Source: an optimization exercise on an open RTL-to-GDS flow (aim: small area, a short achievable clock period and few clock cycles). Production flows keep margins and buffers that such runs may drop. Only simulation tests tie the RTL to the original design; equivalence was not proved. Power figures rest on the tool's default switching activity, not on a simulated workload.

[flow/run.sh]
#!/bin/bash
# synth_recipe.tcl (not shown) runs the flow's synth.tcl, then flattens the netlist and writes it again
# the make line also repeats each setting of config.mk as NAME=value (left out here)
make -C /OpenROAD-flow-scripts/flow DESIGN_CONFIG=/design/flow/config.mk WORK_HOME=/design/flow/orfs CLKGATE_MAP_FILE= SYNTH_SCRIPT=/design/flow/synth_recipe.tcl finish
[flow/config.mk]
export PLATFORM = sky130hd
export DESIGN_NAME = raycaster_sprite_projection_core
export DESIGN_NICKNAME = raycaster_sprite_projection_core
export VERILOG_FILES = /design/flow/design.v
export SDC_FILE = /design/flow/constraint.sdc
export NUM_CORES = 4
export LEC_CHECK = 0
export ABC_CLOCK_PERIOD_IN_PS = 5000
export CAP_MARGIN = 20
export CORE_MARGIN = 2
export CORE_UTILIZATION = 40
export SETUP_SLACK_MARGIN = 5
export SLEW_MARGIN = 20
[flow/constraint.sdc]
create_clock -name core_clock -period 12.0 [get_ports {clock}]
set_input_delay 2.4000 -clock core_clock [delete_from_list [all_inputs] [get_ports {clock}]]
set_output_delay 2.4000 -clock core_clock [all_outputs]
set_load 0.01 [all_outputs]
[flow/design.v]
`timescale 1ns / 1ps
`default_nettype none
module rcsp_csa #(parameter int N = 3, parameter int W = 8) (
   input  wire [N*W-1:0] in,
   output wire [W-1:0]   out
);
   generate
      if (N == 1) begin : g1
         assign out = in[W-1:0];
      end else if (N == 2) begin : g2
         assign out = in[W-1:0] + in[2*W-1:W];
      end else begin : gn
         localparam int G = N / 3;
         localparam int R = N - 3 * G;
         localparam int M = 2 * G + R;
         wire [M*W-1:0] nxt;
         for (genvar g = 0; g < G; g++) begin : grp
            wire [W-1:0] a, b, c;
            assign a = in[(3*g)*W +: W];
            assign b = in[(3*g+1)*W +: W];
            assign c = in[(3*g+2)*W +: W];
            assign nxt[(2*g)*W +: W]   = a ^ b ^ c;
            assign nxt[(2*g+1)*W +: W] = {(a[W-2:0] & b[W-2:0]) | (a[W-2:0] & c[W-2:0]) | (b[W-2:0] & c[W-2:0]), 1'b0};
         end
         if (R > 0) begin : rest
            assign nxt[(2*G)*W +: R*W] = in[(3*G)*W +: R*W];
         end
         rcsp_csa #(.N(M), .W(W)) u (.in(nxt), .out(out));
      end
   endgenerate
endmodule
module raycaster_sprite_projection_core (
   input  wire                 clock,
   input  wire                 reset,
   input  wire                 req_valid,
   output wire                 req_ready,
   input  wire [5:0]           req_cell_row,
   input  wire [5:0]           req_cell_col,
   input  wire                 req_cell_valid,
   input  wire                 req_frame_last,
   output wire                 rsp_valid,
   input  wire                 rsp_ready,
   output wire [4:0]           rsp_sprite_index,
   output wire [4:0]           rsp_rank,
   output wire [31:0]          rsp_depth,
   output wire [15:0]          rsp_screen_x,
   output wire [15:0]          rsp_sprite_size,
   output wire [10:0]          rsp_draw_start_y,
   output wire [10:0]          rsp_draw_end_y,
   output wire [14:0]          rsp_draw_start_x,
   output wire [15:0]          rsp_draw_end_x,
   output wire                 rsp_not_drawable,
   output wire                 rsp_last,
   input  wire                 csr_valid,
   output wire                 csr_ready,
   input  wire [2:0]           csr_reg_index,
   input  wire [15:0]          csr_wr_data
);
   localparam int NS  = 32;        
   localparam int K   = 2;         
   localparam int N12 = 16 / K;    
   localparam int N3  = 14 / K;    
   function automatic logic slt24(input logic [23:0] a, input logic [23:0] b);
      logic [31:0] l, e;
      logic [23:0] ua, ub;
      ua = {~a[23], a[22:0]};
      ub = {~b[23], b[22:0]};
      l = '0;
      e = '1;
      for (int i = 0; i < 24; i++) begin
         l[i] = ~ua[i] & ub[i];
         e[i] = ~(ua[i] ^ ub[i]);
      end
      for (int v = 0; v < 5; v++) begin
         for (int i = 0; i < (16 >> v); i++) begin
            l[i] = l[2*i+1] | (e[2*i+1] & l[2*i]);
            e[i] = e[2*i+1] & e[2*i];
         end
      end
      slt24 = l[0];
   endfunction
   logic [15:0]        cam_x_ff, cam_y_ff;
   logic signed [15:0] dir_x_ff, dir_y_ff, pl_x_ff, pl_y_ff;
   logic [11:0]        scr_w_ff, scr_h_ff;
   logic               dirty_ff;
   assign csr_ready = 1'b1;
   logic signed [16:0] cx, cy;
   always_ff @(posedge clock) begin
      cx <= 17'sd512 - $signed({1'b0, cam_x_ff});
      cy <= 17'sd512 - $signed({1'b0, cam_y_ff});
   end
   logic       rdy_ff;
   logic [5:0] cnt_ff;
   logic       acc, add;
   logic [5:0] cnt_in;
   assign req_ready = rdy_ff;
   assign acc    = req_valid & rdy_ff;
   assign add    = req_cell_valid & (cnt_ff != 6'd32);
   assign cnt_in = cnt_ff + {5'd0, add};
   logic       l0_v, l0_close;
   logic [4:0] l0_slot;
   logic [5:0] l0_row, l0_col, l0_n;
   logic       l1_v, l1_close;
   logic [4:0] l1_slot;
   logic [5:0] l1_row, l1_col, l1_n;
   logic signed [23:0] l1_key;
   logic signed [23:0] key_in;
   logic signed [17:0] xc, yr;
   logic [12*24-1:0]   key_ops;
   assign xc = 18'(cx) + $signed({3'd0, l0_col, 9'd0});
   assign yr = 18'(cy) + $signed({3'd0, l0_row, 9'd0});
   always_comb begin
      for (int k = 0; k < 6; k++) begin
         key_ops[k*24 +: 24]     = l0_col[k] ? (24'(xc) << k) : 24'd0;
         key_ops[(k+6)*24 +: 24] = l0_row[k] ? (24'(yr) << k) : 24'd0;
      end
   end
   rcsp_csa #(.N(12), .W(24)) u_key (.in(key_ops), .out(key_in));
   logic signed [23:0] key_mem [NS];
   logic [11:0]        rc_mem  [NS];
   logic [4:0]         rank_mem[NS];
   logic [NS-1:0] lt, vld, ge;
   logic [5:0]    ge_cnt;
   logic          l2_v, l2_close;
   logic [4:0]    l2_slot;
   logic [5:0]    l2_n;
   logic [NS-1:0] l2_ge, l2_inc;
   logic [1:0]    pc2 [16];
   logic [2:0]    pc4 [8];
   logic [3:0]    pc8 [4];
   logic [4:0]    pc16[2];
   always_comb begin
      for (int j = 0; j < NS; j++) begin
         vld[j] = (5'(j) < l1_slot);
         lt[j]  = slt24(key_mem[j], l1_key);
         ge[j]  = vld[j] & ~lt[j];
      end
      for (int j = 0; j < 16; j++) pc2[j]  = {1'b0, l2_ge[2*j]} + {1'b0, l2_ge[2*j+1]};
      for (int j = 0; j < 8; j++)  pc4[j]  = {1'b0, pc2[2*j]} + {1'b0, pc2[2*j+1]};
      for (int j = 0; j < 4; j++)  pc8[j]  = {1'b0, pc4[2*j]} + {1'b0, pc4[2*j+1]};
      for (int j = 0; j < 2; j++)  pc16[j] = {1'b0, pc8[2*j]} + {1'b0, pc8[2*j+1]};
      ge_cnt = {1'b0, pc16[0]} + {1'b0, pc16[1]};
   end
   logic       fr_ready_ff;
   logic [5:0] fr_n_ff;
   logic [4:0] r_ff;
   logic f0_v, f1_v, f2_v, dv_v, bd_v, out_v;
   logic f0_mv, f1_mv, f2_mv, dv_mv, bd_mv;
   logic f2_done, dv_done, bd_done;
   logic issue, issue_last;
   logic cbusy_ff;
   logic [4:0] cst_ff;
   logic pipe_empty;
   assign bd_mv = bd_v & bd_done & ~out_v;
   assign dv_mv = dv_v & dv_done & (~bd_v | bd_mv);
   assign f2_mv = f2_v & f2_done & (~dv_v | dv_mv);
   assign f1_mv = f1_v & (~f2_v | f2_mv);
   assign f0_mv = f0_v & (~f1_v | f1_mv);
   assign issue = fr_ready_ff & ~dirty_ff & ~cbusy_ff & (~f0_v | f0_mv);
   assign issue_last = issue & ({1'b0, r_ff} == fr_n_ff - 6'd1);
   assign pipe_empty = ~(f0_v | f1_v | f2_v | dv_v | bd_v);
   logic [11:0] sel_rc;
   logic [4:0]  sel_idx;
   always_comb begin
      sel_rc  = '0;
      sel_idx = '0;
      for (int j = 0; j < NS; j++) begin
         if ((rank_mem[j] == r_ff) && (6'(j) < fr_n_ff)) begin
            sel_rc  = sel_rc | rc_mem[j];
            sel_idx = sel_idx | 5'(j);
         end
      end
   end
   logic [5:0] f0_row, f0_col;
   logic [4:0] f0_idx, f0_rank;
   logic       f0_last;
   logic signed [33:0] cnx_ff, cny_ff, cdt_ff;
   logic [30:0]        det_abs_ff;
   logic [32:0]        det3_ff;       
   logic               det_neg_ff, det_zero_ff;
   logic [4:0]  cbit;
   logic        cfirst;
   logic [16:0] dir_y17, pl_y17;
   logic [5:0]  cb_ff;    
   assign cbit    = 5'd16 - cst_ff;
   assign cfirst  = (cst_ff == 5'd1);
   assign dir_y17 = 17'(dir_y_ff);
   assign pl_y17  = 17'(pl_y_ff);
   function automatic logic [33:0] cstep(input logic [33:0] accv, input logic first,
                                         input logic a, input logic signed [15:0] x,
                                         input logic b, input logic signed [15:0] y);
      logic [33:0] t1, t2, u, v, p, s, c;
      t1 = a ? 34'(x) : 34'd0;
      t2 = b ? 34'(y) : 34'd0;
      u  = first ? t2 : t1;
      v  = first ? t1 : t2;
      p  = first ? 34'd0 : {accv[32:0], 1'b0};
      s  = p ^ u ^ ~v;
      c  = {(p[32:0] & u[32:0]) | (p[32:0] & ~v[32:0]) | (u[32:0] & ~v[32:0]), 1'b1};
      cstep = s + c;
   endfunction
   logic [14*34-1:0] nx_ops, ny_ops;
   logic [33:0]      nx_w, ny_w;
   always_comb begin
      for (int k = 0; k < 6; k++) begin
         nx_ops[k*34 +: 34]     = f0_col[k] ? (34'(dir_y_ff) << (k + 10)) : 34'd0;
         nx_ops[(k+6)*34 +: 34] = f0_row[k] ? (~(34'(dir_x_ff)) << (k + 10)) : 34'd0;
         ny_ops[k*34 +: 34]     = f0_row[k] ? (34'(pl_x_ff) << (k + 10)) : 34'd0;
         ny_ops[(k+6)*34 +: 34] = f0_col[k] ? (~(34'(pl_y_ff)) << (k + 10)) : 34'd0;
      end
      nx_ops[12*34 +: 34] = {18'd0, f0_row, 10'd0};
      nx_ops[13*34 +: 34] = cnx_ff;
      ny_ops[12*34 +: 34] = {18'd0, f0_col, 10'd0};
      ny_ops[13*34 +: 34] = cny_ff;
   end
   rcsp_csa #(.N(14), .W(34)) u_nx (.in(nx_ops), .out(nx_w));
   rcsp_csa #(.N(14), .W(34)) u_ny (.in(ny_ops), .out(ny_w));
   logic signed [32:0] f1_nx, f1_ny;
   logic [4:0] f1_idx, f1_rank;
   logic       f1_last;
   logic signed [33:0] s_w;
   logic [32:0] s_abs_w;
   logic [31:0] ny_abs_w;
   logic        ny_neg_w;
   assign s_w      = 34'(f1_nx) + 34'(f1_ny);
   assign s_abs_w  = s_w[33] ? 33'(-s_w) : s_w[32:0];
   assign ny_neg_w = f1_ny[32];
   assign ny_abs_w = ny_neg_w ? 32'(-f1_ny) : f1_ny[31:0];
   logic [32:0] f2_sabs;
   logic [43:0] f2_p;
   logic [31:0] f2_nyabs;
   logic [2:0]  f2_cnt;
   logic        f2_sneg, f2_nd, f2_ovf1;
   logic [4:0]  f2_idx, f2_rank;
   logic        f2_last;
   logic [11:0]  w2;
   logic [1:0]   wd;
   logic [43:0]  p_n;
   logic [3*44-1:0] p_ops;
   assign w2 = {1'b0, scr_w_ff[11:1]};
   always_comb begin
      unique case (f2_cnt)
         3'd6: wd = w2[11:10];
         3'd5: wd = w2[9:8];
         3'd4: wd = w2[7:6];
         3'd3: wd = w2[5:4];
         3'd2: wd = w2[3:2];
         default: wd = w2[1:0];
      endcase
      p_ops[0 +: 44]  = {f2_p[41:0], 2'b00};
      p_ops[44 +: 44] = wd[1] ? {10'd0, f2_sabs, 1'b0} : 44'd0;
      p_ops[88 +: 44] = wd[0] ? {11'd0, f2_sabs} : 44'd0;
   end
   rcsp_csa #(.N(3), .W(44)) u_p (.in(p_ops), .out(p_n));
   assign f2_done = f2_nd | (f2_cnt == 3'd0);
   function automatic logic [35:0] r4step(input logic [31:0] r, input logic [1:0] nb,
                                          input logic [31:0] d, input logic [33:0] d3);
      logic [33:0] t;
      logic [34:0] e1, e2, e3;
      t  = {r, nb};
      e1 = {1'b0, t} - {3'b000, d};
      e2 = {1'b0, t} - {2'b00, d, 1'b0};
      e3 = {1'b0, t} - {1'b0, d3};
      if (!e3[34])      r4step = {2'd3, e3[33:0]};
      else if (!e2[34]) r4step = {2'd2, e2[33:0]};
      else if (!e1[34]) r4step = {2'd1, e1[33:0]};
      else              r4step = {2'd0, t};
   endfunction
   logic [31:0] dv_r1;
   logic [31:0] dv_q1;
   logic [31:0] dv_r2, dv_d2;
   logic [33:0] dv_d23;
   logic [31:0] dv_q2;
   logic [3:0]  dv_cnt;
   logic        dv_first, dv_ovf2, dv_ovf1, dv_sneg, dv_nd;
   logic [4:0]  dv_idx, dv_rank;
   logic        dv_last;
   logic [31:0] r1_n, q1_n, r2_n, q2_n;
   always_comb begin
      logic [35:0] o1, o2;
      r1_n = dv_r1;
      q1_n = dv_q1;
      r2_n = dv_r2;
      q2_n = dv_q2;
      for (int s = 0; s < K; s++) begin
         o1 = r4step(r1_n, q1_n[31:30], {1'b0, det_abs_ff}, {1'b0, det3_ff});
         r1_n = o1[31:0];
         q1_n = {q1_n[29:0], o1[35:34]};
         o2 = r4step(r2_n, q2_n[31:30], dv_d2, dv_d23);
         r2_n = o2[31:0];
         q2_n = {q2_n[29:0], o2[35:34]};
      end
   end
   assign dv_done = (dv_cnt == 4'd0);
   logic [30:0] dv_depth;
   logic        dv_ndf;
   logic [28:0] sx_mag;
   logic signed [29:0] dv_sx;
   logic        ovf2_w;
   assign ovf2_w   = dv_ovf2 | (dv_q2[31:28] != 4'd0);
   assign dv_depth = (dv_ovf1 | dv_q1[31]) ? 31'h7FFF_FFFF : dv_q1[30:0];
   assign dv_ndf   = dv_nd | (~dv_ovf1 & (dv_q1 == 32'd0));
   assign sx_mag   = ovf2_w ? 29'h1000_0000 : {1'b0, dv_q2[27:0]};
   assign dv_sx    = dv_sneg ? -$signed({1'b0, sx_mag}) : $signed({1'b0, sx_mag});
   logic [31:0] bd_r3;
   logic [30:0] bd_depth;
   logic [32:0] bd_d3;
   logic [27:0] bd_q3;
   logic [2:0]  bd_cnt;
   logic signed [29:0] bd_sx;
   logic        bd_nd;
   logic [4:0]  bd_idx, bd_rank;
   logic        bd_last;
   logic [31:0] r3_n;
   logic [27:0] q3_n;
   always_comb begin
      logic [35:0] o3;
      r3_n = bd_r3;
      q3_n = bd_q3;
      for (int s = 0; s < K; s++) begin
         o3 = r4step(r3_n, q3_n[27:26], {1'b0, bd_depth}, {1'b0, bd_d3});
         r3_n = o3[31:0];
         q3_n = {q3_n[25:0], o3[35:34]};
      end
   end
   assign bd_done = bd_nd | (bd_cnt == 3'd0);
   logic [15:0] o_size;
   logic [10:0] o_dsy, o_dey;
   logic [14:0] o_dsx;
   logic [15:0] o_dex, o_sx;
   always_comb begin
      logic [26:0] hs;
      logic signed [31:0] hs_s, h2_s, h_s, w_s, sx_s, dsy, dey, dsx, dex;
      hs   = bd_q3[27:1];
      hs_s = $signed({5'd0, hs});
      h2_s = $signed({21'd0, scr_h_ff[11:1]});
      h_s  = $signed({20'd0, scr_h_ff});
      w_s  = $signed({20'd0, scr_w_ff});
      sx_s = 32'(bd_sx);
      dsy  = h2_s - hs_s;
      dey  = hs_s + h2_s;
      dsx  = sx_s - hs_s;
      dex  = hs_s + sx_s;
      if (dey >= h_s) dey = (scr_h_ff != 12'd0) ? (h_s - 32'sd1) : 32'sd0;
      if (dex >= w_s) dex = w_s - 32'sd1;
      o_size = (bd_q3 > 28'd65535) ? 16'hFFFF : bd_q3[15:0];
      o_dsy  = (dsy < 32'sd0) ? 11'd0 : dsy[10:0];
      o_dey  = (dey > 32'sd2047) ? 11'd2047 : dey[10:0];
      if (dsx < 32'sd0)           o_dsx = 15'd0;
      else if (dsx > 32'sd32767)  o_dsx = 15'd32767;
      else                        o_dsx = dsx[14:0];
      if (dex > 32'sd32767)       o_dex = 16'h7FFF;
      else if (dex < -32'sd32768) o_dex = 16'h8000;
      else                        o_dex = dex[15:0];
      if (sx_s > 32'sd32767)      o_sx = 16'h7FFF;
      else if (sx_s < -32'sd32768) o_sx = 16'h8000;
      else                        o_sx = sx_s[15:0];
   end
   logic [4:0]  o_idx_ff, o_rank_ff;
   logic [31:0] o_depth_ff;
   logic [15:0] o_sx_ff, o_size_ff;
   logic [10:0] o_dsy_ff, o_dey_ff;
   logic [14:0] o_dsx_ff;
   logic [15:0] o_dex_ff;
   logic        o_nd_ff, o_last_ff;
   assign rsp_valid        = out_v;
   assign rsp_sprite_index = o_idx_ff;
   assign rsp_rank         = o_rank_ff;
   assign rsp_depth        = o_depth_ff;
   assign rsp_screen_x     = o_sx_ff;
   assign rsp_sprite_size  = o_size_ff;
   assign rsp_draw_start_y = o_dsy_ff;
   assign rsp_draw_end_y   = o_dey_ff;
   assign rsp_draw_start_x = o_dsx_ff;
   assign rsp_draw_end_x   = o_dex_ff;
   assign rsp_not_drawable = o_nd_ff;
   assign rsp_last         = o_last_ff;
   always_ff @(posedge clock) begin
      if (reset) begin
         cam_x_ff    <= 16'd0;
         cam_y_ff    <= 16'd0;
         dir_x_ff    <= 16'sd16384;
         dir_y_ff    <= 16'sd0;
         pl_x_ff     <= 16'sd0;
         pl_y_ff     <= 16'sd10813;
         scr_w_ff    <= 12'd640;
         scr_h_ff    <= 12'd480;
         dirty_ff    <= 1'b1;
         cbusy_ff    <= 1'b0;
         cst_ff      <= 5'd0;
         rdy_ff      <= 1'b1;
         cnt_ff      <= 6'd0;
         l0_v        <= 1'b0;
         l0_close    <= 1'b0;
         l1_v        <= 1'b0;
         l1_close    <= 1'b0;
         l2_v        <= 1'b0;
         l2_close    <= 1'b0;
         fr_ready_ff <= 1'b0;
         r_ff        <= 5'd0;
         f0_v        <= 1'b0;
         f1_v        <= 1'b0;
         f2_v        <= 1'b0;
         dv_v        <= 1'b0;
         bd_v        <= 1'b0;
         out_v       <= 1'b0;
      end else begin
         if (csr_valid) begin
            dirty_ff <= 1'b1;
            unique case (csr_reg_index)
               3'd0: cam_x_ff <= csr_wr_data;
               3'd1: cam_y_ff <= csr_wr_data;
               3'd2: dir_x_ff <= $signed(csr_wr_data);
               3'd3: dir_y_ff <= $signed(csr_wr_data);
               3'd4: pl_x_ff  <= $signed(csr_wr_data);
               3'd5: pl_y_ff  <= $signed(csr_wr_data);
               3'd6: scr_w_ff <= csr_wr_data[11:0];
               3'd7: scr_h_ff <= csr_wr_data[11:0];
            endcase
         end
         if (!cbusy_ff) begin
            if (dirty_ff && pipe_empty) begin
               cbusy_ff <= 1'b1;
               cst_ff   <= 5'd0;
               if (!csr_valid) dirty_ff <= 1'b0;
            end
         end else begin
            cst_ff <= cst_ff + 5'd1;
            if (cst_ff == 5'd19) cbusy_ff <= 1'b0;
         end
         l0_v     <= acc & add;
         l0_close <= acc & req_frame_last & (cnt_in != 6'd0);
         l1_v     <= l0_v;
         l1_close <= l0_close;
         l2_v     <= l1_v;
         l2_close <= l1_close;
         if (acc) cnt_ff <= req_frame_last ? 6'd0 : cnt_in;
         if (acc && req_frame_last && (cnt_in != 6'd0)) rdy_ff <= 1'b0;
         else if (issue_last) rdy_ff <= 1'b1;
         if (l2_close) begin
            fr_ready_ff <= 1'b1;
            r_ff        <= 5'd0;
         end else if (issue) begin
            r_ff <= r_ff + 5'd1;
            if (issue_last) fr_ready_ff <= 1'b0;
         end
         if (issue) f0_v <= 1'b1; else if (f0_mv) f0_v <= 1'b0;
         if (f0_mv) f1_v <= 1'b1; else if (f1_mv) f1_v <= 1'b0;
         if (f1_mv) f2_v <= 1'b1; else if (f2_mv) f2_v <= 1'b0;
         if (f2_mv) dv_v <= 1'b1; else if (dv_mv) dv_v <= 1'b0;
         if (dv_mv) bd_v <= 1'b1; else if (bd_mv) bd_v <= 1'b0;
         if (bd_mv) out_v <= 1'b1; else if (rsp_ready) out_v <= 1'b0;
      end
   end
   always_ff @(posedge clock) begin
      l0_slot <= cnt_ff[4:0];
      l0_row  <= req_cell_row;
      l0_col  <= req_cell_col;
      l0_n    <= cnt_in;
      l1_slot <= l0_slot;
      l1_row  <= l0_row;
      l1_col  <= l0_col;
      l1_n    <= l0_n;
      l1_key  <= key_in;
      if (l1_v) begin
         key_mem[l1_slot] <= l1_key;
         rc_mem[l1_slot]  <= {l1_row, l1_col};
      end
      l2_slot <= l1_slot;
      l2_n    <= l1_n;
      l2_ge   <= ge;
      l2_inc  <= vld & lt;
      if (l2_v) begin
         for (int j = 0; j < NS; j++) begin
            if (l2_inc[j]) rank_mem[j] <= rank_mem[j] + 5'd1;
         end
         rank_mem[l2_slot] <= ge_cnt[4:0];
      end
      if (l2_close) fr_n_ff <= l2_n;
      if (cbit <= 5'd16) cb_ff <= {cx[cbit], cy[cbit], dir_y17[cbit], pl_y17[cbit], 2'b00};
      if (cbusy_ff) begin
         if (cst_ff == 5'd18) begin
            det_abs_ff  <= cdt_ff[31] ? 31'(-cdt_ff) : cdt_ff[30:0];
            det_neg_ff  <= cdt_ff[31];
            det_zero_ff <= (cdt_ff[31:0] == 32'd0);
         end else if (cst_ff != 5'd0 && cst_ff != 5'd19) begin
            cnx_ff <= cstep(cnx_ff, cfirst, cb_ff[5], dir_y_ff, cb_ff[4], dir_x_ff);
            cny_ff <= cstep(cny_ff, cfirst, cb_ff[4], pl_x_ff,  cb_ff[5], pl_y_ff);
            cdt_ff <= cstep(cdt_ff, cfirst, cb_ff[3], pl_x_ff,  cb_ff[2], dir_x_ff);
         end
      end
      if (cbusy_ff && cst_ff == 5'd19) det3_ff <= 33'(det_abs_ff) + {1'b0, det_abs_ff, 1'b0};
      if (issue) begin
         f0_row  <= sel_rc[11:6];
         f0_col  <= sel_rc[5:0];
         f0_idx  <= sel_idx;
         f0_rank <= r_ff;
         f0_last <= ({1'b0, r_ff} == fr_n_ff - 6'd1);
      end
      if (f0_mv) begin
         f1_nx   <= nx_w[32:0];
         f1_ny   <= ny_w[32:0];
         f1_idx  <= f0_idx;
         f1_rank <= f0_rank;
         f1_last <= f0_last;
      end
      if (f1_mv) begin
         f2_sabs  <= s_abs_w;
         f2_nyabs <= ny_abs_w;
         f2_p     <= 44'd0;
         f2_cnt   <= 3'd6;
         f2_sneg  <= s_w[33] ^ ny_neg_w;
         f2_nd    <= det_zero_ff | (f1_ny == 33'sd0) | (ny_neg_w ^ det_neg_ff);
         f2_ovf1  <= ({11'd0, ny_abs_w[31:12]} >= det_abs_ff);
         f2_idx   <= f1_idx;
         f2_rank  <= f1_rank;
         f2_last  <= f1_last;
      end else if (f2_v && !f2_done) begin
         f2_p   <= p_n;
         f2_cnt <= f2_cnt - 3'd1;
      end
      if (f2_mv) begin
         dv_r1    <= {12'd0, f2_nyabs[31:12]};
         dv_q1    <= {f2_nyabs[11:0], 20'd0};
         dv_r2    <= {20'd0, f2_p[43:32]};
         dv_q2    <= f2_p[31:0];
         dv_d2    <= f2_nyabs;
         dv_d23   <= 34'(f2_nyabs) + {1'b0, f2_nyabs, 1'b0};
         dv_cnt   <= f2_nd ? 4'd0 : 4'(N12);
         dv_first <= 1'b1;
         dv_ovf2  <= 1'b0;
         dv_ovf1  <= f2_ovf1;
         dv_sneg  <= f2_sneg;
         dv_nd    <= f2_nd;
         dv_idx   <= f2_idx;
         dv_rank  <= f2_rank;
         dv_last  <= f2_last;
      end else if (dv_v && !dv_done) begin
         dv_r1    <= r1_n;
         dv_q1    <= q1_n;
         dv_r2    <= r2_n;
         dv_q2    <= q2_n;
         dv_cnt   <= dv_cnt - 4'd1;
         dv_first <= 1'b0;
         if (dv_first) dv_ovf2 <= (dv_r2 >= dv_d2);
      end
      if (dv_mv) begin
         bd_r3    <= 32'd0;
         bd_q3    <= {scr_h_ff, 16'd0};
         bd_depth <= dv_depth;
         bd_d3    <= 33'(dv_depth) + {1'b0, dv_depth, 1'b0};
         bd_cnt   <= 3'(N3);
         bd_sx    <= dv_sx;
         bd_nd    <= dv_ndf;
         bd_idx   <= dv_idx;
         bd_rank  <= dv_rank;
         bd_last  <= dv_last;
      end else if (bd_v && !bd_done) begin
         bd_r3  <= r3_n;
         bd_q3  <= q3_n;
         bd_cnt <= bd_cnt - 3'd1;
      end
      if (bd_mv) begin
         o_idx_ff  <= bd_idx;
         o_rank_ff <= bd_rank;
         o_last_ff <= bd_last;
         o_nd_ff   <= bd_nd;
         if (bd_nd) begin
            o_depth_ff <= 32'd0;
            o_sx_ff    <= 16'd0;
            o_size_ff  <= 16'd0;
            o_dsy_ff   <= 11'd0;
            o_dey_ff   <= 11'd0;
            o_dsx_ff   <= 15'd0;
            o_dex_ff   <= 16'd0;
         end else begin
            o_depth_ff <= {1'b0, bd_depth};
            o_sx_ff    <= o_sx;
            o_size_ff  <= o_size;
            o_dsy_ff   <= o_dsy;
            o_dey_ff   <= o_dey;
            o_dsx_ff   <= o_dsx;
            o_dex_ff   <= o_dex;
         end
      end
   end
endmodule
`default_nettype wire
==> metrics.cfg, run 1 <==
[run_status]
status = complete, no violations

[pwr]
ir_drop_mv = 0.246
p_per_area_nw_per_um2 = 203
power.leakage_uw = 0.0876

[synthesis]
synth_ff_type = edfxtp_1
ys_ff_latch = 2526
synth_area_leaders = edfxtp_1, ha_1, fa_1
synth_most_common_cell = inv_1
avgSynthCellArea_um2 = 9.92
yosysTopAreaCellShare_pct = 32.8
synthArstFlopShare_pct = 0
yosysSeqAreaShare_pct = 38.0
synth.cells.most_frequent = inv_1, edfxtp_1, ha_1
synth_edf_count = 2045
synth_nets = 21581
syn_inst = 18849
ys_warn_count = 5
synth_area_leader_cell = edfxtp_1
synth_cell_types = 99
synth_area_um2 = 187000

[placement]
dpl_cell_area_um2 = 197000
hpwl_um = 421000
pre_cts_slack_ns = 1.90
gp_congestion = 0.965
place.port_buffers = 167

[global_routing]
grt_pass1_wl_um = 859000
grt_antenna_before_repair = 20
grt_pass1_vias = 138906
grtUsageTotal_pct = 23.6
grt_start_max_net_pins = 180
grt-ovfl-total = 0

[critical_path]
crit_path_end_kind = flop
critPathSlowestCell = edfxtp_1
path_max_fanout = 34
reg2regPathDepth = 30
setup.worst_path.class = flop to flop
worstPathRequired_ns = 12.70
critPathArrivalTime_ns = 8.03
crit_path_max_incr_delay_ns = 0.40
crit_top_cell = o31a_1
startpoint_type = flop

[sta]
period_needed_ns = 7.33
drv_slew = 0
post-route-period-util_pct = 61.1
finalSetupTns_ns = 0
fmax_ghz = 0.136
slew_headroom_pct = 23.7
final-setup-viol-count = 0
clock_skew_ns = 0.106
layout_setup_ws_ns = 4.67
hold_viol_final = 0
rsz0062_at_grt = yes
worstMarginPinSlew_ns = 1.13

[routing]
wirelength_um = 577000
drc = 0
drtIter0Drc = 12373
wl_per_cell_um = 22.4
vias_per_cell = 5.59
ant_nets = 0
vias = 144375
dr.pass1.iters = 6

[finish]
nets = 22085
fillers = 43544
drive_gt1_share_pct = 8.81
areaGrowthSynthToFinish_pct = 13.7
postLayoutCellArea_um2 = 213000

[hold_path]
hp-class = flop to flop
hold_depth = 0

[clock_tree]
cts_buffers = 305
htreeDepth = 5
cts-root-buf = clkbuf_16
clock_sinks = 2526
clk_pin_slew_ns = 0.06
holdBufCountCts = 0
clk_latency_ns = 1.01
ctsLongestPathBuffers = 4
tritoncts = built

[die]
die_y_um = 688
io_pins = 170
die_width_um = 688
rows = 251
coreArea_um2 = 466000
die_area_um2 = 473000
initial_utilization_pct = 40.1

[run]
max_cap_viol_count = 0

==> worst max-delay path: cells and delay by family, from the launching register on <==
family / cells / cell delay [ns]
fa+ha+maj: 3 / 0.76
flops: 1 / 0.40
simple gates: 4 / 0.76
buf+inv: 5 / 0.65
mux: 2 / 0.61
compound gates: 16 / 3.82
==> timing repair <==
item / CTS / global route
gates cloned: 11 / 11
setup buffers: 152 / 135
pin swaps: 119 / 153
setup endpoints to repair: 125 / 113
resized for setup: 370 / 289
==> cells by family (layout without fill, tap and decap cells) <==
logic type | Yosys count | count (layout) | synth area share, %
simple gates | 5076 | 5077 | 13.2
compound gates | 4436 | 4438 | 15.4
buf+inv | 2702 | 3453 | 5.45
fa+ha+maj | 2694 | 2694 | 21.1
flops | 2526 | 2526 | 38.0
xor+xnor | 1256 | 1256 | 5.88
mux | 157 | 157 | 0.994
other cells | 2 | 9 | 0.00402
==> placed cells by master (no fill, tap or decap), types with 166 or more instances in the layout <==
master,instances
inv_1,2122
edfxtp_1,2045
ha_1,1903
nand2_1,1455
a21oi_1,1165
nor2_1,1090
o21ai_0,799
xnor2_1,787
fa_1,755
buf_4,479
xor2_1,465
dfxtp_1,445
a21o_1,424
o21a_1,399
and2_1,386
nand3_1,385
clkbuf_16,322
nor3_1,309
nor2b_1,303
nand2b_1,247
nand4_1,198
a22oi_1,179
clkdlybuf4s50_1,166
==> worst paths after layout <==
kind	start	end	slack [ns]
setup reg to reg	dv_q2[30]$_DFFE_PP_	dv_r2[6]$_DFFE_PP_	4.67
hold / removal	l0_n[1]$_DFF_P_	l1_n[1]$_DFF_P_	0.32
setup / recovery	dv_q2[30]$_DFFE_PP_	dv_r2[6]$_DFFE_PP_	4.67
hold reg to reg	l0_n[1]$_DFF_P_	l1_n[1]$_DFF_P_	0.32
==> power breakdown <==
group / switching (µW) / internal, µW
Sequential: 545 / 10300
Clock: 3900 / 5330
Combinational: 13400 / 9780
Total: 17800 / 25400
==> flip-flops by register name, indices dropped and copies added (netlist names), 31 cells and up <==
name,count
key_mem,744
rc_mem,384
rank_mem,160
f2_p,44
dv_d23,34
bd_d3,33
cnx_ff,33
cny_ff,33
det3_ff,33
f1_nx,33
f1_ny,33
f2_sabs,33
bd_r3,32
cdt_ff,32
dv_q1,32
dv_q2,32
dv_r1,32
dv_r2,32
f2_nyabs,32
det_abs_ff,31
dv_d2,31
l2_ge,31
l2_inc,31
o_depth_ff,31
==> final cells by class <==
cell class / count / area, µm² / area share, %
Inverter: 2155 / 8150 / 3.84
Timing Repair Buffer: 741 / 6790 / 3.20
Antenna cell: 7 / 17.5 / 0.00824
Clock inverter: 159 / 1500 / 0.706
Tap cell: 6198 / 7750 / 3.65
Sequential cell: 2526 / 71100 / 33.5
Multi-Input combinational cell: 13624 / 109000 / 51.2
Clock buffer: 398 / 8330 / 3.92
==> stage by stage <==
stage	std cells	hold slack, ns	total power, µW	utilization, %
after floorplan	18849	0.310	24900	-
after global placement	24932	0.311	30500	42.2
after detailed placement	24933	0.312	30700	42.3
after CTS	25653	0.326	41700	45.0
after global routing	25803	0.327	45800	45.6
final	25808	0.323	43200	45.6
==> per-layer routing <==
metal / GRT usage [%] / part of all wire (%) / vias to the layer above
li1: - / - / 67818
met1: 32.1 / 43 / 70975
met2: 38.6 / 46 / 4585
met3: 2.83 / 6.4 / 991
met4: 9.03 / 4.4 / 6
met5: 0 / 0.0076 / -
Testbench counts, summed over its fixed seeds: cycles 24,901.
==> run 2, diff against run 1 <==
--- a/flow/design.v
+++ b/flow/design.v
@@ -153,3 +153,3 @@
    logic pipe_empty;
-   assign bd_mv = bd_v & bd_done & ~out_v;
+   assign bd_mv = bd_v & bd_done & (~out_v | rsp_ready);
    assign dv_mv = dv_v & dv_done & (~bd_v | bd_mv);
@@ -231,2 +231,3 @@
    logic [31:0] f2_nyabs;
+   logic [33:0] f2_ny3;
    logic [2:0]  f2_cnt;
@@ -274,12 +275,24 @@
    logic [3:0]  dv_cnt;
-   logic        dv_first, dv_ovf2, dv_ovf1, dv_sneg, dv_nd;
+   logic        dv_ovf2, dv_ovf1, dv_sneg, dv_nd;
    logic [4:0]  dv_idx, dv_rank;
    logic        dv_last;
-   logic [31:0] r1_n, q1_n, r2_n, q2_n;
+   logic [31:0] r1_n, q1_n, r2_n, q2_n, d2_s;
+   logic [33:0] d23_s;
    always_comb begin
       logic [35:0] o1, o2;
-      r1_n = dv_r1;
-      q1_n = dv_q1;
-      r2_n = dv_r2;
-      q2_n = dv_q2;
+      if (f2_mv) begin
+         r1_n  = {12'd0, f2_nyabs[31:12]};
+         q1_n  = {f2_nyabs[11:0], 20'd0};
+         r2_n  = {20'd0, f2_p[43:32]};
+         q2_n  = f2_p[31:0];
+         d2_s  = f2_nyabs;
+         d23_s = f2_ny3;
+      end else begin
+         r1_n  = dv_r1;
+         q1_n  = dv_q1;
+         r2_n  = dv_r2;
+         q2_n  = dv_q2;
+         d2_s  = dv_d2;
+         d23_s = dv_d23;
+      end
       for (int s = 0; s < K; s++) begin
@@ -288,3 +301,3 @@
          q1_n = {q1_n[29:0], o1[35:34]};
-         o2 = r4step(r2_n, q2_n[31:30], dv_d2, dv_d23);
+         o2 = r4step(r2_n, q2_n[31:30], d2_s, d23_s);
          r2_n = o2[31:0];
@@ -520,13 +533,13 @@
          f2_cnt <= f2_cnt - 3'd1;
+         f2_ny3 <= 34'(f2_nyabs) + {1'b0, f2_nyabs, 1'b0};
       end
       if (f2_mv) begin
-         dv_r1    <= {12'd0, f2_nyabs[31:12]};
-         dv_q1    <= {f2_nyabs[11:0], 20'd0};
-         dv_r2    <= {20'd0, f2_p[43:32]};
-         dv_q2    <= f2_p[31:0];
+         dv_r1    <= r1_n;
+         dv_q1    <= q1_n;
+         dv_r2    <= r2_n;
+         dv_q2    <= q2_n;
          dv_d2    <= f2_nyabs;
-         dv_d23   <= 34'(f2_nyabs) + {1'b0, f2_nyabs, 1'b0};
-         dv_cnt   <= f2_nd ? 4'd0 : 4'(N12);
-         dv_first <= 1'b1;
-         dv_ovf2  <= 1'b0;
+         dv_d23   <= f2_ny3;
+         dv_cnt   <= f2_nd ? 4'd0 : 4'(N12 - 1);
+         dv_ovf2  <= ({20'd0, f2_p[43:32]} >= f2_nyabs);
          dv_ovf1  <= f2_ovf1;
@@ -543,4 +556,2 @@
          dv_cnt   <= dv_cnt - 4'd1;
-         dv_first <= 1'b0;
-         if (dv_first) dv_ovf2 <= (dv_r2 >= dv_d2);
       end
--- a/flow/config.mk
+++ b/flow/config.mk
@@ -11,3 +11,2 @@
 export CORE_UTILIZATION = 40
-export SETUP_SLACK_MARGIN = 5
 export SLEW_MARGIN = 20
==> run 2 against run 1 <==
Effect of this change:
- still clean
- clock skew up 0.032 ns
- worst setup slack lost 3.8 ns
- combinational power shrank 55%
- global-route usage grew 0.090 points
- largest cell class unchanged
- highest routed layer is now met4
==> metrics.cfg, run 2 <==
[sta]
post-route-period-util_pct = 92.5  ; +31 points
hold_viol_final = 0  ; unchanged
rsz0062_at_grt = no
fmax_ghz = 0.0901  ; -34%
drv_slew = 0  ; unchanged
worstMarginPinSlew_ns = 1.18  ; +0.0516 ns
slew_headroom_pct = 21.1  ; -2.6 points
clock_skew_ns = 0.138  ; +0.0324 ns
layout_setup_ws_ns = 0.897  ; -3.77 ns
finalSetupTns_ns = 0  ; unchanged
final-setup-viol-count = 0  ; unchanged
period_needed_ns = 11.10  ; +3.77 ns

[critical_path]
critPathSlowestCell = nor2b_1
setup.worst_path.class = primary input to flop
crit_path_max_incr_delay_ns = 0.58  ; +0.18 ns
critPathArrivalTime_ns = 11.87  ; +3.84 ns
startpoint_type = primary input
path_max_fanout = 17  ; -50%
worstPathRequired_ns = 12.77  ; +0.07 ns
crit_path_end_kind = flop

[die]
die_y_um = 690  ; +0.34%
coreArea_um2 = 468000  ; +0.34%
io_pins = 170  ; unchanged
die_area_um2 = 476000  ; +0.68%
die_width_um = 690  ; +0.34%
initial_utilization_pct = 40.2  ; +0.14 points
rows = 251  ; unchanged

[synthesis]
ys_warn_count = 5  ; unchanged
synth_cell_types = 107  ; +8.1%
synth-adder-area-share_pct = 20.9  ; -0.20 points
syn_inst = 18977  ; +0.68%
synth_area_um2 = 188000  ; +0.69%
synth.cells.most_frequent = inv_1, edfxtp_1, ha_1
synth_area_leaders = edfxtp_1, ha_1, fa_1
synth_area_leader_cell = edfxtp_1
synth_compound_area_share_pct = 15.1  ; -0.34 points
synth-simple-area-share_pct = 13.4  ; +0.25 points
muxShareOfSynthArea_pct = 1.14  ; +0.15 points
synth_ff_type = edfxtp_1
synth_most_common_cell = inv_1
yosysTopAreaCellShare_pct = 33.0  ; +0.13 points
ys_ff_latch = 2560  ; +1.3%
yosysSeqAreaShare_pct = 38.2  ; +0.22 points
synth-xor-area-share_pct = 5.77  ; -0.11 points
synthArstFlopShare_pct = 0  ; unchanged
synth_edf_count = 2067  ; +1.1%
synth_nets = 21701  ; +0.56%
avgSynthCellArea_um2 = 9.92  ; about the same
synth_top_family_by_area = adder cells

[pwr]
power.leakage_uw = 0.0871  ; -0.60%
p_per_area_nw_per_um2 = 146  ; -28%
ir_drop_mv = 0.354  ; +44%
power_uw = 30600  ; -29%

[run_status]
status = complete, no violations

[clock_tree]
clk_pin_slew_ns = 0.06  ; about the same
cts_buffers = 301  ; -1.3%
cts_resized = 0  ; -100%
cts-root-buf = clkbuf_16
tritoncts = built
clock_sinks = 2560  ; +1.3%
htreeDepth = 5  ; unchanged
cts_setup_buffers = 0  ; -100%
clk_latency_ns = 1.05  ; +0.04 ns
ctsLongestPathBuffers = 4  ; unchanged
holdBufCountCts = 0  ; unchanged

[routing]
ant_nets = 0  ; unchanged
vias = 143818  ; -0.39%
wirelength_um = 580000  ; +0.39%
wl_per_cell_um = 22.4  ; +0.13%
drc = 0  ; unchanged
dr.pass1.iters = 10  ; +4
drtIter0Drc = 11782  ; -4.8%
vias_per_cell = 5.56  ; -0.64%

[hold_path]
hp-class = flop to flop

[global_routing]
grt_antenna_before_repair = 18  ; -10%
grt_pass1_vias = 140044  ; +0.82%
grt_pass1_wl_um = 874000  ; +1.7%
grt_start_max_net_pins = 94  ; -48%
grt-ovfl-total = 0  ; unchanged
grtUsageTotal_pct = 23.7  ; +0.090 points

[finish]
area.sequential_um2 = 72000  ; +1.3%
largest_reg_flops = 744  ; unchanged
reg_top3 = key_mem x744, rc_mem x384, rank_mem x160
nets = 22135  ; +0.23%
areaGrowthSynthToFinish_pct = 11.8
drive_gt1_share_pct = 6.61  ; -2.2 points
final_cell_mix = inv_1, edfxtp_1, ha_1
final_cells = 25873  ; +0.25%
fillers = 44335  ; +1.8%
final_common_cell = inv_1
multiInputGateArea_um2 = 107000  ; -2.1%
regMostFlops = key_mem

[placement]
pre_cts_slack_ns = 0.136  ; -1.77 ns
gp_congestion = 0.959  ; -0.69%
placed_cells = 25306  ; +1.5%
place.port_buffers = 167  ; unchanged
hpwl_um = 435000  ; +3.3%

[run]
max_cap_viol_count = 0  ; unchanged

-- run 2: worst paths after layout --
check,start,end,slack [ns],depth (start not counted)
setup reg to reg,f2_cnt[0]$_SDFFE_PP0P_,dv_r1[3]$_DFFE_PP_,1.84,40
hold / removal,l1_n[3]$_DFF_P_,l2_n[3]$_DFF_P_,0.32,0
setup / recovery,rsp_ready,dv_r1[3]$_DFFE_PP_,0.90,40
hold reg to reg,l1_n[3]$_DFF_P_,l2_n[3]$_DFF_P_,0.32,0
-- run 2: cells by family after synthesis --
kind of cell	Yosys count
buffers and inverters	2727
other	2
adders and majority gates	2686
xor gates and xnor gates	1240
DFF	2560
and+or+nand+nor	5203
AOI/OAI and AO/OA	4371
muxes	188
-- run 2: cell type report --
type	count	share of cell area, %
timing repair buffer	680	2.70
clock inverter	154	0.837
tap	6198	3.69
antenna	9	0.0107
inverter	2178	3.89
multi-input combinational	13690	50.7
clock buffer	404	3.95
sequential	2560	34.2
-- run 2: per-layer routing --
| metal | GRT usage [%] | up-vias | routed length, µm |
|---|---|---|---|
| met1 | 32.3 | 70571 | 253000 |
| met2 | 39.0 | 4394 | 267000 |
| met5 | 0 | - | 0 |
| li1 | - | 67995 | - |
| met4 | 7.84 | 0 | 21900 |
| met3 | 3.02 | 858 | 37400 |
-- run 2: critical path: cells and delay by family --
kind | cells | cell delay, ns
simple gates | 11 | 2.63
compound gates | 18 | 4.17
buf+inv | 8 | 1.55
fa+ha+maj | 3 | 1.08
-- run 2: power by group --
| group | leakage, µW | switching (µW) | internal (µW) | total, µW |
|---|---|---|---|---|
| logic | 0.0598 | 6290 | 4160 | 10400 |
| registers | 0.0225 | 496 | 10300 | 10800 |
| clock network | 0.00485 | 4050 | 5370 | 9420 |
| total | 0.0871 | 10800 | 19800 | 30600 |
-- run 2: through the flow --
step / util (%) / hold slack, ns / instance area, µm²
floorplan: - / 0.310 / 188000
global placement: 42.8 / 0.311 / 200000
detailed placement: 42.8 / 0.312 / 200000
CTS: 44.9 / 0.328 / 210000
finish: 45.0 / 0.325 / 210000
global route: 45.0 / 0.330 / 210000
Testbench counts of run 2, summed over its fixed seeds: cycles 22,552.

==> afterwards: timing with drivers on the ports <==
No port has a modelled driver above. Below, the same layouts with a new extraction and two added sets of constraints.
Step 1 (the two cells are an assumption about what drives the block):
set clk [get_ports {clock}]
set_driving_cell -lib_cell sky130_fd_sc_hd__clkbuf_16 $clk
set_driving_cell -lib_cell sky130_fd_sc_hd__buf_2 [delete_from_list [all_inputs] $clk]
Step 2, shift: input delay + t, output delay - t, t = (earliest + latest rising clock arrival at the registers) / 2. This alone moves slack from input paths to output paths.
a / b / c = ideal / step 1 / step 2; a / b = the first two.
run	t (ns)	slack for setup (ns)	worst setup path after step 2	worst slew at a driven data input, ns	cell pins on the clock port's net
run 1	1.069	4.666 / 4.666 / 4.666	register to register	0.12	1
run 2	1.094	0.897 / 0.986 / -0.107	input to register	0.08	1
Met with ideal ports but missed after step 2: setup timing in run 2. The setup slack of run 2, which loses most, moves by +0.089 ns with the drivers and by -1.004 ns with both steps.
